What follows belongs to an exercise in optimizing a design on an open flow for small area; a production flow would make more cautious choices. Function was checked by simulation only, so behaviour that the tests miss may differ from the original. Power is estimated from default activity; no workload was simulated.

==> inputs of run H <==
Design issue_stage_top, start of the top module:
module issue_stage_top (
    input  logic                                 clk,
    input  logic                                 reset,
    input  logic [2-1:0]              issue_valid_i,
    input  logic [2*(4 + 6 + 2 * 64)-1:0]    issue_pkt_i,
    output logic                                 stall_o,
    input  logic [6-1:0]                   fu_rd_en_i,
    output logic [6*(4 + 6 + 2 * 64)-1:0]         fu_pkt_o,
    output logic [6-1:0]                   fu_empty_o
);
    logic [6-1:0] fu_sel0, fu_sel1, fu_full;
    issue_dispatch i_issue_dispatch (
        .clk           (clk),
        .reset         (reset),
        .issue_valid_i (issue_valid_i),
        .issue_pkt_i   (issue_pkt_i),
        .fu_full_i     (fu_full),
        .fu_sel0_o     (fu_sel0),
        .fu_sel1_o     (fu_sel1),
        .stall_o       (stall_o)
    );
    fu_fifo_bank i_fu_fifo_bank (
        .clk         (clk),
        .reset       (reset),
        .issue_pkt_i (issue_pkt_i),
        .fu_sel0_i   (fu_sel0),
        .fu_sel1_i   (fu_sel1),
        .fu_full_o   (fu_full),
        .fu_rd_en_i  (fu_rd_en_i),
        .fu_pkt_o    (fu_pkt_o),
        .fu_empty_o  (fu_empty_o)
    );
endmodule
==> module fu_fifo, before the edit <==
module fu_fifo #(
    parameter int unsigned W = (4 + 6 + 2 * 64)
)(
    input  logic          clk,
    input  logic          reset,
    input  logic          wr_i,
    input  logic [W-1:0]  pkt_i,
    output logic          full_o,
    input  logic          rd_en_i,
    output logic [W-1:0]  pkt_o,
    output logic          empty_o
);
    logic [W-1:0] mem [4];
    logic [3:0]   hp_q;
    logic [1:0]   tp_q;
    logic [2:0]   cnt_q;
    logic         rd;
    assign empty_o = (cnt_q == 3'd0);
    assign full_o  = cnt_q[2];
    assign rd      = rd_en_i && !empty_o;
    always_ff @(posedge clk or posedge reset) begin
        if (reset) begin
            hp_q  <= 4'b0001;
            tp_q  <= '0;
            cnt_q <= '0;
        end else begin
            if (rd)   hp_q <= {hp_q[2:0], hp_q[3]};
            if (wr_i) tp_q <= tp_q + 2'd1;
            case ({wr_i, rd})
                2'b10:   cnt_q <= cnt_q + 3'd1;
                2'b01:   cnt_q <= cnt_q - 3'd1;
                default: cnt_q <= cnt_q;
            endcase
        end
    end
    always_ff @(posedge clk) begin
        if (wr_i) mem[tp_q] <= pkt_i;
    end
    assign pkt_o = ({W{hp_q[0]}} & mem[0]) | ({W{hp_q[1]}} & mem[1])
                 | ({W{hp_q[2]}} & mem[2]) | ({W{hp_q[3]}} & mem[3]);
endmodule
clock: 5.5 ns
lec_check: 0
cap_margin: 20
core_margin: 2
core_utilization: 40
cts_buf_list: sky130_fd_sc_hd__clkbuf_4
cts_cluster_size: 16
slew_margin: 20
run.sh (not shown) runs the stock make flow with config.mk's settings and CLKGATE_MAP_FILE= SYNTH_SCRIPT=/design/flow/synth_recipe.tcl, a recipe that flattens the netlist after the stock synthesis.
==> run Y (differences from run H) <==
--- a/flow/design.v
+++ b/flow/design.v
@@ -12,20 +12,22 @@
     output logic          empty_o
 );
-    logic [W-1:0] mem [4];
-    logic [3:0]   hp_q;
-    logic [1:0]   tp_q;
+    logic [W-1:0] ent_q [4];
     logic [2:0]   cnt_q;
     logic         rd;
+    logic [2:0]   wpos;
+    logic [3:0]   wr_e, sh_e, keep_e;
     assign empty_o = (cnt_q == 3'd0);
     assign full_o  = cnt_q[2];
     assign rd      = rd_en_i && !empty_o;
+    assign wpos    = cnt_q - {2'b0, rd};
+    for (genvar i = 0; i < 4; i++) begin : g_sel
+        assign wr_e[i]   = wr_i && (wpos == 3'(i));
+        assign sh_e[i]   = rd && !wr_e[i];
+        assign keep_e[i] = !rd && !wr_e[i];
+    end
     always_ff @(posedge clk or posedge reset) begin
         if (reset) begin
-            hp_q  <= 4'b0001;
-            tp_q  <= '0;
             cnt_q <= '0;
         end else begin
-            if (rd)   hp_q <= {hp_q[2:0], hp_q[3]};
-            if (wr_i) tp_q <= tp_q + 2'd1;
             case ({wr_i, rd})
                 2'b10:   cnt_q <= cnt_q + 3'd1;
@@ -36,8 +38,12 @@
     end
     always_ff @(posedge clk) begin
-        if (wr_i) mem[tp_q] <= pkt_i;
-    end
-    assign pkt_o = ({W{hp_q[0]}} & mem[0]) | ({W{hp_q[1]}} & mem[1])
-                 | ({W{hp_q[2]}} & mem[2]) | ({W{hp_q[3]}} & mem[3]);
+        for (int i = 0; i < 3; i++) begin
+            ent_q[i] <= ({W{keep_e[i]}} & ent_q[i])
+                      | ({W{sh_e[i]}}   & ent_q[i+1])
+                      | ({W{wr_e[i]}}   & pkt_i);
+        end
+        ent_q[3] <= ({W{keep_e[3]}} & ent_q[3]) | ({W{wr_e[3]}} & pkt_i);
+    end
+    assign pkt_o = ent_q[0];
 endmodule
 `timescale 1ns/1ps
==> flow/flow/run.sh (new file) <==
#!/bin/bash
# Own layout flow: the standard ORFS flow with three changes:
#  - synthesis is synth_recipe.tcl with only the ABC mapping script swapped
#    for an area-oriented one (flow/area.script); registers are untouched
#  - port buffers use the smallest buffer cell
#  - clock tree built from small clock buffers, without dummy loads
# Every tool's output goes to a log file in this folder.
set -euo pipefail
W=$PWD
F=$W/flow

# Synthesis script: the standard flow's, sourcing ORFS's synth.tcl with the abc call
# pointed at our script
sed "s#log_cmd abc {\*}\$abc_args#set abc_args [lreplace \$abc_args 1 1 $F/area.script]\n  log_cmd abc {*}\$abc_args#" \
    "$FLOW_HOME/scripts/synth.tcl" > "$W/own_synth_core.tcl"
grep -q "area.script" "$W/own_synth_core.tcl"
sed "s#\$::env(SCRIPTS_DIR)/synth.tcl#$W/own_synth_core.tcl#" "$W/synth_recipe.tcl" > "$W/own_synth.tcl"
grep -q "own_synth_core.tcl" "$W/own_synth.tcl"

ARGS=(
  "SYNTH_SCRIPT=$W/own_synth.tcl"
  "BUFFER_PORTS_ARGS=-buffer_cell sky130_fd_sc_hd__buf_1"
)
if [[ -f $F/cts_args ]]; then
  ARGS+=("CTS_ARGS=$(cat $F/cts_args)")
fi

bash "$W/standard.sh" "${ARGS[@]}" finish > "$W/own_flow_make.log" 2>&1
==> flow/flow/area.script (new file) <==
strash
dch -f
&get -n
&dch -f
&nf -p -R 1000
&put
topo
stime -c
==> flow/flow/cts_args (new file) <==
-sink_clustering_enable -repair_clock_nets -dont_use_dummy_load -buf_list {sky130_fd_sc_hd__clkbuf_16} -sink_clustering_size 26 -sink_clustering_max_diameter 90
==> flow/standard.sh (new file) <==
#!/bin/bash
# synth_recipe.tcl (not shown) runs the flow's synth.tcl, then flattens the netlist and writes it again
# the make line also repeats each setting of config.mk as NAME=value (left out here)
make -C /OpenROAD-flow-scripts/flow DESIGN_CONFIG=/design/flow/config.mk WORK_HOME=/design/flow/orfs CLKGATE_MAP_FILE= SYNTH_SCRIPT=/design/flow/synth_recipe.tcl "${@:-finish}"
==> flow/config.mk (replaced) <==
export PLATFORM = sky130hd
export DESIGN_NAME = issue_stage_top
export DESIGN_NICKNAME = issue_stage_top
export VERILOG_FILES = /design/flow/design.v
export SDC_FILE = /design/flow/constraint.sdc
export NUM_CORES = 4
export LEC_CHECK = 0
export CAP_MARGIN = 10
export CORE_MARGIN = 2
export CORE_UTILIZATION = 50
export PLACE_DENSITY = 0.62
export SLEW_MARGIN = 10
removed: flow/run.sh
==> flow_summary.yaml <==
outcome:
  status: "complete, no violations"
route:
  drt_wl_total_um: 507000
grt:
  track_usage: 0.424
  grt_use_met3: 0.130
logic_synthesis:
  synth_area_leaders: "dfxtp_1, a22oi_1, o21ai_0"
  synthTopCellsByCount: "o21ai_0, a22oi_1, dfxtp_1, nand2_1"
critical_path:
  reg2reg_to: "i_fu_fifo_bank.g_alu[2].i_fu_fifo.ent_q[1][31]$_DFF_P_"
  path_delay_family: "simple AND/OR/NAND/NOR gates"
  path_cells: "buf_1 > buf_4 > nor2b_1 > a2111oi_0 > buf_4 > and2_4 > a2111o_1 > nor2_1 > and2_4 > or4_1 > nor4_1 > buf_4 > nand2_1 > nand2_1 > buf_1"
  r2r_start: "i_fu_fifo_bank.g_alu[2].i_fu_fifo.cnt_q[2]$_DFFE_PP0P_"
finish:
  n_all_inverters: 25
  final_common_cell: "o21ai_0"
die:
  num_rows: 173
  coreArea_um2: 222000
pwr:
  clockPowerShare: 0.211
That was run Y.
==> flow_summary.yaml <==
sta:
  worst_slack_ns: -0.00767
  setup_viol: 1
outcome:
  status: "failed layout checks"
  violatedChecks: "negative setup slack"
critical_path:
  reg2reg_to: "i_fu_fifo_bank.g_fixed[3].i_fu_fifo.mem[3][73]$_DFFE_PP_"
  path_delay_family: "buffers and inverters"
finish:
  final_common_cell: "edfxtp_1"
logic_synthesis:
  synth_area_leaders: "edfxtp_1, a22oi_1, a22o_1"
route:
  drt_wl_total_um: 470000
die:
  coreArea_um2: 315000
That was run H.

## port drivers added, routing unchanged
Ports are ideal in the flow. The routed layouts listed here were re-timed in OpenROAD. Step 1 assumes that a clkbuf_16 drives the clock port and a buf_2 every other input. Step 2 times the ports against the registers' clock, not the clock port: input delays grow and output delays shrink by t, the midpoint of the rising clock arrivals with the driver on. Three values: ideal, step 1, step 2; two values: the first two.
run | shift t [ns] | slack for setup (ns) | hold WS [ns] | worst register clock-pin slew, ns | worst slew at a driven data input, ns
run H | 1.669 | -0.008 / -0.041 / -0.041 | 0.362 / 0.307 / 0.504 | 0.08 / 0.08 | 0.13
run Y | 0.923 | 0.316 / 0.296 / 0.296 | 0.323 / 0.245 / 0.457 | 0.11 / 0.11 | 0.21
For run H, which loses most, drivers alone change the setup slack by -0.033 ns; drivers and shift together by -0.033 ns.
